Context: an optimization exercise on an open-source flow, tuned for small area, a short achievable clock period and few clock cycles. The choices shown serve that exercise and are no tape-out recipe.
RTL that was checked went through simulation tests only; none was proved equivalent to the original.

// md_unit
module md_unit
#(
    parameter int MULT_CYCLES = 5,
    parameter int DIV_CYCLES  = 10
) (
    input  logic        clk,
    input  logic        reset,
    input  logic        start,
    input  logic        cancel,
    input  logic [2:0]  op,
    input  logic [31:0] a,
    input  logic [31:0] b,
    output logic        busy,
    output logic [31:0] hi,
    output logic [31:0] lo
);
    logic [31:0] ra;             
    logic [31:0] rb;             
    logic        first;          
    logic        fix;            
    logic        isdiv;
    logic        sg;             
    logic        an;             
    logic [2:0]  cnt;            
    logic accept, mul_op, div_op, sg_op;
    assign accept = start && !cancel && !busy;
    assign mul_op = (op == 3'd1) || (op == 3'd2);
    assign div_op = (op == 3'd3) || (op == 3'd4);
    assign sg_op  = (op == 3'd1) || (op == 3'd3);
    function automatic logic [2:0] nchunks(input logic [31:0] x, input logic s);
        logic f1, f2, f3;
        f1 = !(|x[31:7])  | (s & (&x[31:7]));
        f2 = !(|x[31:15]) | (s & (&x[31:15]));
        f3 = !(|x[31:23]) | (s & (&x[31:23]));
        if (f1)                nchunks = 3'd1;
        else if (f2)           nchunks = 3'd2;
  ...
==> module md_unit, before the edit <==
module md_unit
#(
    parameter int MULT_CYCLES = 5,
    parameter int DIV_CYCLES  = 10
) (
    input  logic        clk,
    input  logic        reset,
    input  logic        start,
    input  logic        cancel,
    input  logic [2:0]  op,
    input  logic [31:0] a,
    input  logic [31:0] b,
    output logic        busy,
    output logic [31:0] hi,
    output logic [31:0] lo
);
    logic [31:0] ra;             
    logic [31:0] rb;             
    logic        first;          
    logic        fix;            
    logic        isdiv;
    logic        sg;             
    logic        an;             
    logic [2:0]  cnt;            
    logic accept, mul_op, div_op, sg_op;
    assign accept = start && !cancel && !busy;
    assign mul_op = (op == 3'd1) || (op == 3'd2);
    assign div_op = (op == 3'd3) || (op == 3'd4);
    assign sg_op  = (op == 3'd1) || (op == 3'd3);
    function automatic logic [2:0] nchunks(input logic [31:0] x, input logic s);
        logic f1, f2, f3;
        f1 = !(|x[31:7])  | (s & (&x[31:7]));
        f2 = !(|x[31:15]) | (s & (&x[31:15]));
        f3 = !(|x[31:23]) | (s & (&x[31:23]));
        if (f1)                nchunks = 3'd1;
        else if (f2)           nchunks = 3'd2;
        else if (f3)           nchunks = 3'd3;
        else if (s | !x[31])   nchunks = 3'd4;
        else                   nchunks = 3'd5;
    endfunction
    logic [2:0] na, nb;          
    logic [5:0] lza, lzb;        
    assign na = nchunks(ra, sg);
    assign nb = nchunks(rb, sg);
    logic [5:0] lsa, lsb;
    md_clz32 u_lza (.x(rb ^ {32{rb[31]}}), .n(lsa));
    md_clz32 u_lzb (.x(ra ^ {32{ra[31]}}), .n(lsb));
    assign lza = (sg | !rb[31]) ? lsa : 6'd0;
    assign lzb = (sg | !ra[31]) ? lsb : 6'd0;
    logic       swap;            
    logic [2:0] nm;              
    assign swap = na < nb;
    assign nm   = swap ? na : nb;
    logic        a_neg, b_neg;
    assign a_neg = sg & rb[31];
    assign b_neg = sg & ra[31];
    logic signed [7:0] need;         
    logic       dquick;              
    logic [3:0] dnib;                
    assign need   = 8'(lzb) - 8'(lza) + 8'(a_neg) + 8'd1;
    assign dquick = need <= 8'sd0;
    assign dnib   = (need > 8'sd28) ? 4'd8 : 4'((need + 8'sd3) >>> 2);
    logic [31:0] a_mag;
    assign a_mag = a_neg ? -rb : rb;
    logic [31:0] sh_in;
    logic [2:0]  sh;
    logic [63:0] sh_out;
    assign sh_in  = a_mag;
    assign sh     = 3'(4'd8 - dnib);
    assign sh_out = {32'd0, sh_in} << {sh, 2'b00};
    logic [31:0] xm;             
    logic [31:0] ym;             
    logic [2:0]  mj;             
    logic [39:0] ye;
    logic [8:0]  ych;            
    logic [63:0] acc_in, acc_out;
    assign xm     = swap ? rb : ra;
    assign ym     = swap ? ra : rb;
    assign mj     = first ? 3'(nm - 3'd1) : cnt;
    assign ye     = {{8{sg & ym[31]}}, ym};
    always_comb begin
        case (mj)
            3'd0:    ych = {ye[7:0], 1'b0};
            3'd1:    ych = ye[15:7];
            3'd2:    ych = ye[23:15];
            3'd3:    ych = ye[31:23];
            default: ych = ye[39:31];
        endcase
    end
    assign acc_in = {hi, lo};    
    md_mac8 u_mac (.x({sg & xm[31], xm}), .y(ych), .acc(acc_in), .o(acc_out));
    logic [31:0] dr_in, dq_in, dr_out, dq_out;
    assign dr_in = first ? sh_out[63:32] : hi;
    assign dq_in = first ? sh_out[31:0]  : lo;
    md_div4 u_div (.r_in(dr_in), .q_in(dq_in), .dx(b_neg ? ra : ~ra), .cin(!b_neg),
                   .r_out(dr_out), .q_out(dq_out));
    logic        dfix;           
    logic        dlast;          
    assign dfix  = (first ? a_neg : an) | b_neg;
    assign dlast = first ? (dnib == 4'd1) : (cnt == 3'd0);
    logic [31:0] hi_neg, lo_neg;
    assign hi_neg = an ? -hi : hi;
    assign lo_neg = (an ^ b_neg) ? -lo : lo;
    always_ff @(posedge clk) begin
        if (reset) begin
            busy <= 1'b0;
            hi   <= '0;
            lo   <= '0;
        end else if (!busy) begin
            if (accept) begin
                if (op == 3'd5) hi <= a;
                if (op == 3'd6) lo <= a;
                if (mul_op) begin
                    hi <= '0;
                    lo <= '0;
                end
                if (mul_op || (div_op && b != 32'd0)) busy <= 1'b1;
            end
        end else if (!isdiv) begin
            {hi, lo} <= acc_out;
            if (mj == 3'd0) busy <= 1'b0;
        end else if (fix) begin
            hi   <= hi_neg;
            lo   <= lo_neg;
            busy <= 1'b0;
        end else if (first && dquick) begin
            hi   <= rb;
            lo   <= '0;
            busy <= 1'b0;
        end else begin
            hi <= dr_out;
            lo <= dq_out;
            if (dlast && !dfix) busy <= 1'b0;
        end
    end
    always_ff @(posedge clk) begin
        if (!busy) begin
            ra    <= b;
            rb    <= a;
            first <= 1'b1;
            fix   <= 1'b0;
            isdiv <= div_op;
            sg    <= sg_op;
        end else begin
            first <= 1'b0;
            if (!isdiv) begin
                cnt <= mj - 3'd1;
            end else begin
                if (first) begin
                    an  <= a_neg;
                    cnt <= 3'(dnib - 4'd2);
                end else begin
                    cnt <= cnt - 3'd1;
                end
                if (dlast) fix <= 1'b1;
            end
        end
    end
endmodule
clock: 100.0 ns
lec_check: 0
abc_area: 1
cap_margin: 20
core_margin: 2
core_utilization: 40
slew_margin: 20
standard.sh (not shown) runs the stock make flow with config.mk's settings and CLKGATE_MAP_FILE= SYNTH_SCRIPT=/design/flow/synth_recipe.tcl, a recipe that flattens the netlist after the stock synthesis.
==> flow/flow/run.sh <==
#!/bin/bash
# The standard layout, with the resizer's repair_timing asked for a large setup margin so
# that it shortens the register-to-register paths well below the clock period, and the
# port buffers that placement inserts made plain buffers rather than delay cells.
set -euo pipefail
bash standard.sh SETUP_SLACK_MARGIN=78.5 "BUFFER_PORTS_ARGS=-buffer_cell sky130_fd_sc_hd__buf_4" finish > standard_flow.log 2>&1
Rerun with:
--- a/flow/design.v
+++ b/flow/design.v
@@ -197,11 +197,11 @@
             3'd2:    ych = ye[23:15];
             3'd3:    ych = ye[31:23];
             default: ych = ye[39:31];
         endcase
     end
-    assign acc_in = {hi, lo};    
+    assign acc_in = first ? 64'd0 : {hi, lo};
     md_mac8 u_mac (.x({sg & xm[31], xm}), .y(ych), .acc(acc_in), .o(acc_out));
     logic [31:0] dr_in, dq_in, dr_out, dq_out;
     assign dr_in = first ? sh_out[63:32] : hi;
     assign dq_in = first ? sh_out[31:0]  : lo;
     md_div4 u_div (.r_in(dr_in), .q_in(dq_in), .dx(b_neg ? ra : ~ra), .cin(!b_neg),
@@ -220,14 +220,10 @@
             lo   <= '0;
         end else if (!busy) begin
             if (accept) begin
                 if (op == 3'd5) hi <= a;
                 if (op == 3'd6) lo <= a;
-                if (mul_op) begin
-                    hi <= '0;
-                    lo <= '0;
-                end
                 if (mul_op || (div_op && b != 32'd0)) busy <= 1'b1;
             end
         end else if (!isdiv) begin
             {hi, lo} <= acc_out;
             if (mj == 3'd0) busy <= 1'b0;
Result:
- The new run ran to the end with no violations
- worst setup slack is better by 150 ps
- routed wire length rises by 1.7%
- non-clock buffer count fell by 34
- design area grows by about 0.5%
- core utilization falls by 0.52 points
- sequential cell count is unchanged
- sequential share of layout area barely changes
Testbench counts after the change, summed over its fixed seeds: cycles 69,983.
The RTL of the first run of this note was laid out without a check of its function.

* * *

The RTL this note starts from:
==> flow/design.v <==
package mips_defs;
    typedef enum logic [2:0] {
        MD_NONE  = 3'd0,
        MD_MULT  = 3'd1,
        MD_MULTU = 3'd2,
        MD_DIV   = 3'd3,
        MD_DIVU  = 3'd4,
        MD_MTHI  = 3'd5,
        MD_MTLO  = 3'd6
    } md_op_e;
    typedef enum logic {
        MD_IDLE = 1'b0,
        MD_RUN  = 1'b1
    } md_state_e;
endpackage
module md_clz32 (
    input  logic [31:0] x,
    output logic [5:0]  n
);
    logic [7:0]  z4;             
    logic [1:0]  c4 [8];
    logic [3:0]  z8;
    logic [2:0]  c8 [4];
    logic [1:0]  z16;
    logic [3:0]  c16 [2];
    logic [4:0]  c32;
    for (genvar j = 0; j < 8; j++) begin : g_nib
        logic [3:0] v;
        assign v     = x[4*j +: 4];
        assign z4[j] = ~|v;
        assign c4[j] = v[3] ? 2'd0 : v[2] ? 2'd1 : v[1] ? 2'd2 : 2'd3;
    end
    for (genvar j = 0; j < 4; j++) begin : g_byte
        assign z8[j] = z4[2*j+1] & z4[2*j];
        assign c8[j] = z4[2*j+1] ? {1'b1, c4[2*j]} : {1'b0, c4[2*j+1]};
    end
    for (genvar j = 0; j < 2; j++) begin : g_half
        assign z16[j] = z8[2*j+1] & z8[2*j];
        assign c16[j] = z8[2*j+1] ? {1'b1, c8[2*j]} : {1'b0, c8[2*j+1]};
    end
    assign c32 = z16[1] ? {1'b1, c16[0]} : {1'b0, c16[1]};
    assign n   = (z16[1] & z16[0]) ? 6'd32 : {1'b0, c32};
endmodule
module md_div4 (
    input  logic [31:0] r_in,
    input  logic [31:0] q_in,
    input  logic [31:0] dx,
    input  logic        cin,
    output logic [31:0] r_out,
    output logic [31:0] q_out
);
    always_comb begin
        logic [31:0] r, q;
        logic [33:0] t;
        r = r_in;
        q = q_in;
        for (int i = 0; i < 4; i++) begin
            t = {r, q[31], 1'b1} + {1'b1, dx, cin};
            if (!t[33]) r = t[32:1];
            else        r = {r[30:0], q[31]};
            q = {q[30:0], !t[33]};
        end
        r_out = r;
        q_out = q;
    end
endmodule
module md_mac8 (
    input  logic [32:0] x,
    input  logic [8:0]  y,
    input  logic [63:0] acc,
    output logic [63:0] o
);
    function automatic logic [83:0] csa(input logic [41:0] p, input logic [41:0] q, input logic [41:0] r);
        logic [41:0] s, c;
        s   = p ^ q ^ r;
        c   = (p & q) | (p & r) | (q & r);
        csa = {c[40:0], 1'b0, s};
    endfunction
    logic [41:0] rw [6];
    logic [83:0] t0, t1, t2, t3;
    logic [41:0] sm;
    logic [22:0] top, topx, topy;
    logic        inc, dec;
    always_comb begin
        logic [41:0] negs;
        negs = '0;
        for (int i = 0; i < 4; i++) begin
            logic yl, ym, yh, one, two;
            logic [33:0] m, pp;
            yl = y[2*i]; ym = y[2*i+1]; yh = y[2*i+2];
            one = ym ^ yl;
            two = (yh & ~ym & ~yl) | (~yh & ym & yl);
            m  = one ? {x[32], x} : (two ? {x, 1'b0} : 34'd0);
            pp = yh ? ~m : m;
            rw[i+1] = 42'({~pp[33], pp[32:0]}) << (2*i);
            negs[2*i] = yh;
        end
        rw[0] = {1'b0, acc[32:0], 8'd0} | negs;
        rw[5] = 42'd0 - (42'd1 << 33) - (42'd1 << 35) - (42'd1 << 37) - (42'd1 << 39);
    end
    assign t0 = csa(rw[0], rw[1], rw[2]);
    assign t1 = csa(rw[3], rw[4], rw[5]);
    assign t2 = csa(t0[41:0], t0[83:42], t1[41:0]);
    assign t3 = csa(t2[41:0], t2[83:42], t1[83:42]);
    assign sm = t3[41:0] + t3[83:42];
    assign inc  = sm[41] & ~sm[40];
    assign dec  = sm[41] & sm[40];
    assign top  = acc[55:33];
    assign topx = top ^ {23{dec}};
    assign topy = topx + 23'(inc | dec);
    assign o    = {topy ^ {23{dec}}, sm[40:0]};
endmodule
module md_unit
#(
    parameter int MULT_CYCLES = 5,
    parameter int DIV_CYCLES  = 10
) (
    input  logic        clk,
    input  logic        reset,
    input  logic        start,
    input  logic        cancel,
    input  logic [2:0]  op,
    input  logic [31:0] a,
    input  logic [31:0] b,
    output logic        busy,
    output logic [31:0] hi,
    output logic [31:0] lo
);
    logic [31:0] ra;             
    logic [31:0] rb;             
    logic        first;          
    logic        fix;            
    logic        isdiv;
    logic        sg;             
    logic        an;             
    logic [2:0]  cnt;            
    logic [2:0]  na, nb;         
    logic [5:0]  lza, lzb;       
    logic accept, mul_op, div_op, sg_op;
    assign accept = start && !cancel && !busy;
    assign mul_op = (op == 3'd1) || (op == 3'd2);
    assign div_op = (op == 3'd3) || (op == 3'd4);
    assign sg_op  = (op == 3'd1) || (op == 3'd3);
    function automatic logic [2:0] nchunks(input logic [31:0] x, input logic s);
        logic f1, f2, f3;
        f1 = !(|x[31:7])  | (s & (&x[31:7]));
        f2 = !(|x[31:15]) | (s & (&x[31:15]));
        f3 = !(|x[31:23]) | (s & (&x[31:23]));
        if (f1)                nchunks = 3'd1;
        else if (f2)           nchunks = 3'd2;
        else if (f3)           nchunks = 3'd3;
        else if (s | !x[31])   nchunks = 3'd4;
        else                   nchunks = 3'd5;
    endfunction
    logic [2:0] na_i, nb_i;
    logic [5:0] lza_i, lzb_i;
    assign na_i = nchunks(b, sg_op);
    assign nb_i = nchunks(a, sg_op);
    md_clz32 u_lza (.x(a ^ {32{sg_op & a[31]}}), .n(lza_i));
    md_clz32 u_lzb (.x(b ^ {32{sg_op & b[31]}}), .n(lzb_i));
    logic       swap;            
    logic [2:0] nm;              
    assign swap = na < nb;
    assign nm   = swap ? na : nb;
    logic        a_neg, b_neg;
    assign a_neg = sg & rb[31];
    assign b_neg = sg & ra[31];
    logic signed [7:0] need;         
    logic       dquick;              
    logic [2:0] dbytes;              
    assign need   = 8'(lzb) - 8'(lza) + 8'(a_neg) + 8'd1;
    assign dquick = need <= 8'sd0;
    assign dbytes = (need > 8'sd24) ? 3'd4 : 3'((need + 8'sd7) >>> 3);
    logic [31:0] a_mag;
    assign a_mag = a_neg ? -rb : rb;
    logic [31:0] sh_in;
    logic [1:0]  sh;
    logic [63:0] sh_out;
    assign sh_in  = isdiv ? a_mag : (swap ? ra : rb);
    assign sh     = isdiv ? 2'(3'd4 - dbytes) : 2'(3'd4 - nm);
    assign sh_out = {32'd0, sh_in} << {sh, 3'b000};
    logic [31:0] xm;             
    logic [31:0] ycur;           
    logic        n5;             
    logic [8:0]  ych;
    logic [63:0] acc_in, acc_out;
    assign n5     = first & (nm == 3'd5);
    assign xm     = (first & swap) ? rb : ra;
    assign ycur   = first ? (n5 ? (swap ? ra : rb) : sh_out[31:0]) : rb;
    assign ych    = n5 ? 9'b000000010 : ycur[31:23];
    assign acc_in = first ? 64'd0 : {hi, lo};
    md_mac8 u_mac (.x({sg & xm[31], xm}), .y(ych), .acc(acc_in), .o(acc_out));
    logic [31:0] dr_in, dq_in, dr_out, dq_out;
    assign dr_in = first ? sh_out[63:32] : hi;
    assign dq_in = first ? sh_out[31:0]  : rb;
    md_div4 u_div (.r_in(dr_in), .q_in(dq_in), .dx(b_neg ? ra : ~ra), .cin(!b_neg),
                   .r_out(dr_out), .q_out(dq_out));
    logic        dfix;           
    assign dfix = an | b_neg;
    logic [31:0] hi_neg, lo_neg;
    assign hi_neg = an ? -hi : hi;
    assign lo_neg = (an ^ b_neg) ? -lo : lo;
    always_ff @(posedge clk) begin
        if (reset) begin
            busy <= 1'b0;
            hi   <= '0;
            lo   <= '0;
        end else if (!busy) begin
            if (accept) begin
                if (op == 3'd5) hi <= a;
                if (op == 3'd6) lo <= a;
                if (mul_op || (div_op && b != 32'd0)) busy <= 1'b1;
            end
        end else if (!isdiv) begin
            {hi, lo} <= acc_out;
            if (first ? (nm == 3'd1) : (cnt == 3'd0)) busy <= 1'b0;
        end else if (fix) begin
            hi   <= hi_neg;
            lo   <= lo_neg;
            busy <= 1'b0;
        end else if (first && dquick) begin
            hi   <= rb;
            lo   <= '0;
            busy <= 1'b0;
        end else begin
            hi <= dr_out;
            lo <= dq_out;
            if (!first && cnt == 3'd0 && !dfix) busy <= 1'b0;
        end
    end
    always_ff @(posedge clk) begin
        if (!busy) begin
            ra    <= b;
            rb    <= a;
            first <= 1'b1;
            fix   <= 1'b0;
            isdiv <= div_op;
            sg    <= sg_op;
            na    <= na_i;
            nb    <= nb_i;
            lza   <= lza_i;
            lzb   <= lzb_i;
        end else begin
            first <= 1'b0;
            if (!isdiv) begin
                ra  <= xm;
                rb  <= n5 ? ycur : {ycur[23:0], 8'd0};
                cnt <= first ? (n5 ? 3'd3 : 3'(nm - 3'd2)) : 3'(cnt - 3'd1);
            end else begin
                if (first) begin
                    an  <= a_neg;
                    cnt <= 3'({dbytes, 1'b0} - 4'd2);
                end else begin
                    cnt <= cnt - 3'd1;
                    if (cnt == 3'd0) fix <= 1'b1;
                end
                rb <= dq_out;
            end
        end
    end
endmodule
==> flow/config.mk <==
export PLATFORM = sky130hd
export DESIGN_NAME = md_unit
export DESIGN_NICKNAME = md_unit
export VERILOG_FILES = /design/flow/design.v
export SDC_FILE = /design/flow/constraint.sdc
export NUM_CORES = 4
export LEC_CHECK = 0
export CAP_MARGIN = 20
export CORE_MARGIN = 2
export CORE_UTILIZATION = 40
export SLEW_MARGIN = 20
==> flow/constraint.sdc <==
create_clock -name core_clock -period 100.0 [get_ports {clk}]
set_input_delay 20.0000 -clock core_clock [delete_from_list [all_inputs] [get_ports {clk}]]
set_output_delay 20.0000 -clock core_clock [all_outputs]
set_load 0.01 [all_outputs]
==> flow/flow/run.sh <==
#!/bin/bash
# The standard layout, with the resizer's repair_timing asked for a large setup margin so
# that it shortens the register-to-register paths well below the clock period.
set -euo pipefail
bash standard.sh SETUP_SLACK_MARGIN=77 finish > standard_flow.log 2>&1
Change:
--- a/flow/design.v
+++ b/flow/design.v
@@ -14,35 +14,17 @@
     } md_state_e;
 endpackage
 module md_clz32 (
     input  logic [31:0] x,
     output logic [5:0]  n
 );
-    logic [7:0]  z4;             
-    logic [1:0]  c4 [8];
-    logic [3:0]  z8;
-    logic [2:0]  c8 [4];
-    logic [1:0]  z16;
-    logic [3:0]  c16 [2];
-    logic [4:0]  c32;
-    for (genvar j = 0; j < 8; j++) begin : g_nib
-        logic [3:0] v;
-        assign v     = x[4*j +: 4];
-        assign z4[j] = ~|v;
-        assign c4[j] = v[3] ? 2'd0 : v[2] ? 2'd1 : v[1] ? 2'd2 : 2'd3;
-    end
-    for (genvar j = 0; j < 4; j++) begin : g_byte
-        assign z8[j] = z4[2*j+1] & z4[2*j];
-        assign c8[j] = z4[2*j+1] ? {1'b1, c4[2*j]} : {1'b0, c4[2*j+1]};
-    end
-    for (genvar j = 0; j < 2; j++) begin : g_half
-        assign z16[j] = z8[2*j+1] & z8[2*j];
-        assign c16[j] = z8[2*j+1] ? {1'b1, c8[2*j]} : {1'b0, c8[2*j+1]};
-    end
-    assign c32 = z16[1] ? {1'b1, c16[0]} : {1'b0, c16[1]};
-    assign n   = (z16[1] & z16[0]) ? 6'd32 : {1'b0, c32};
+    always_comb begin
+        n = 6'd32;
+        for (int i = 0; i < 32; i++)
+            if (x[i]) n = 6'(31 - i);
+    end
 endmodule
 module md_div4 (
     input  logic [31:0] r_in,
     input  logic [31:0] q_in,
     input  logic [31:0] dx,
     input  logic        cin,
@@ -131,40 +113,35 @@
     logic        first;          
     logic        fix;            
     logic        isdiv;
     logic        sg;             
     logic        an;             
     logic [2:0]  cnt;            
-    logic [2:0]  na, nb;         
+    logic        swap;           
+    logic [2:0]  nm;             
     logic [5:0]  lza, lzb;       
     logic accept, mul_op, div_op, sg_op;
     assign accept = start && !cancel && !busy;
     assign mul_op = (op == 3'd1) || (op == 3'd2);
     assign div_op = (op == 3'd3) || (op == 3'd4);
     assign sg_op  = (op == 3'd1) || (op == 3'd3);
     function automatic logic [2:0] nchunks(input logic [31:0] x, input logic s);
-        logic f1, f2, f3;
-        f1 = !(|x[31:7])  | (s & (&x[31:7]));
-        f2 = !(|x[31:15]) | (s & (&x[31:15]));
-        f3 = !(|x[31:23]) | (s & (&x[31:23]));
-        if (f1)                nchunks = 3'd1;
-        else if (f2)           nchunks = 3'd2;
-        else if (f3)           nchunks = 3'd3;
-        else if (s | !x[31])   nchunks = 3'd4;
-        else                   nchunks = 3'd5;
+        logic [32:0] e;
+        e = {s & x[31], x};
+        if ((&e[32:7]) | !(|e[32:7]))        nchunks = 3'd1;
+        else if ((&e[32:15]) | !(|e[32:15])) nchunks = 3'd2;
+        else if ((&e[32:23]) | !(|e[32:23])) nchunks = 3'd3;
+        else if (e[32] == e[31])             nchunks = 3'd4;
+        else                                 nchunks = 3'd5;
     endfunction
     logic [2:0] na_i, nb_i;
     logic [5:0] lza_i, lzb_i;
     assign na_i = nchunks(b, sg_op);
     assign nb_i = nchunks(a, sg_op);
     md_clz32 u_lza (.x(a ^ {32{sg_op & a[31]}}), .n(lza_i));
     md_clz32 u_lzb (.x(b ^ {32{sg_op & b[31]}}), .n(lzb_i));
-    logic       swap;            
-    logic [2:0] nm;              
-    assign swap = na < nb;
-    assign nm   = swap ? na : nb;
     logic        a_neg, b_neg;
     assign a_neg = sg & rb[31];
     assign b_neg = sg & ra[31];
     logic signed [7:0] need;         
     logic       dquick;              
     logic [2:0] dbytes;              
@@ -233,14 +210,14 @@
             ra    <= b;
             rb    <= a;
             first <= 1'b1;
             fix   <= 1'b0;
             isdiv <= div_op;
             sg    <= sg_op;
-            na    <= na_i;
-            nb    <= nb_i;
+            swap  <= na_i < nb_i;
+            nm    <= (na_i < nb_i) ? na_i : nb_i;
             lza   <= lza_i;
             lzb   <= lzb_i;
         end else begin
             first <= 1'b0;
             if (!isdiv) begin
                 ra  <= xm;
The new run produced a clean layout.
Worst hold slack gets better by 0.025 ns.
Final area increases by a few percent.
Via count increases by a few percent.
Global-route usage increases by 0.72 points.
Worst setup slack gets worse by 0.19 ns.
Sequential cell count decreases by 2.
Register-to-register slack gets worse by 0.45 ns.
Synthesized area increases by a few percent.
First-iteration DRC count increases slightly.
Sequential share of layout area decreases by 0.49 points.
Non-clock buffer count increases by 4.
Testbench counts after the change, summed over its fixed seeds: cycles 73,166.
Function not checked in the first run of this note: the RTL went through the layout flow alone.

==> what the ideal ports hide <==
In the flow no input, the clock included, has a driving cell. The finished layouts below were timed again as built, in two steps. Step 1, drivers: a clkbuf_16 drives clk and a buf_2 each remaining input, both assumed. Step 2 also shifts input and output timing later by t, the mid clock arrival at the registers, as if the neighbouring blocks saw the same clock. a / b / c = ideal ports / drivers / drivers and shift; a / b = the first two.
run	t, ns	slack for setup (ns)	worst register clock-pin slew, ns	cell pins on the clock port's net
the first run of note 1	0.565	78.532 / 78.459 / 78.110	0.09 / 0.09	1
the second run of note 1	0.554	78.677 / 78.657 / 78.165	0.08 / 0.08	1
the first run of note 2	0.538	77.160 / 77.201 / 76.662	0.08 / 0.08	1
the second run of note 2	0.536	76.974 / 76.961 / 76.425	0.08 / 0.08	1
After both steps setup and hold are still met in every run listed. For the second run of note 2, which loses most, drivers alone change the setup slack by -0.013 ns; drivers and shift together by -0.549 ns.
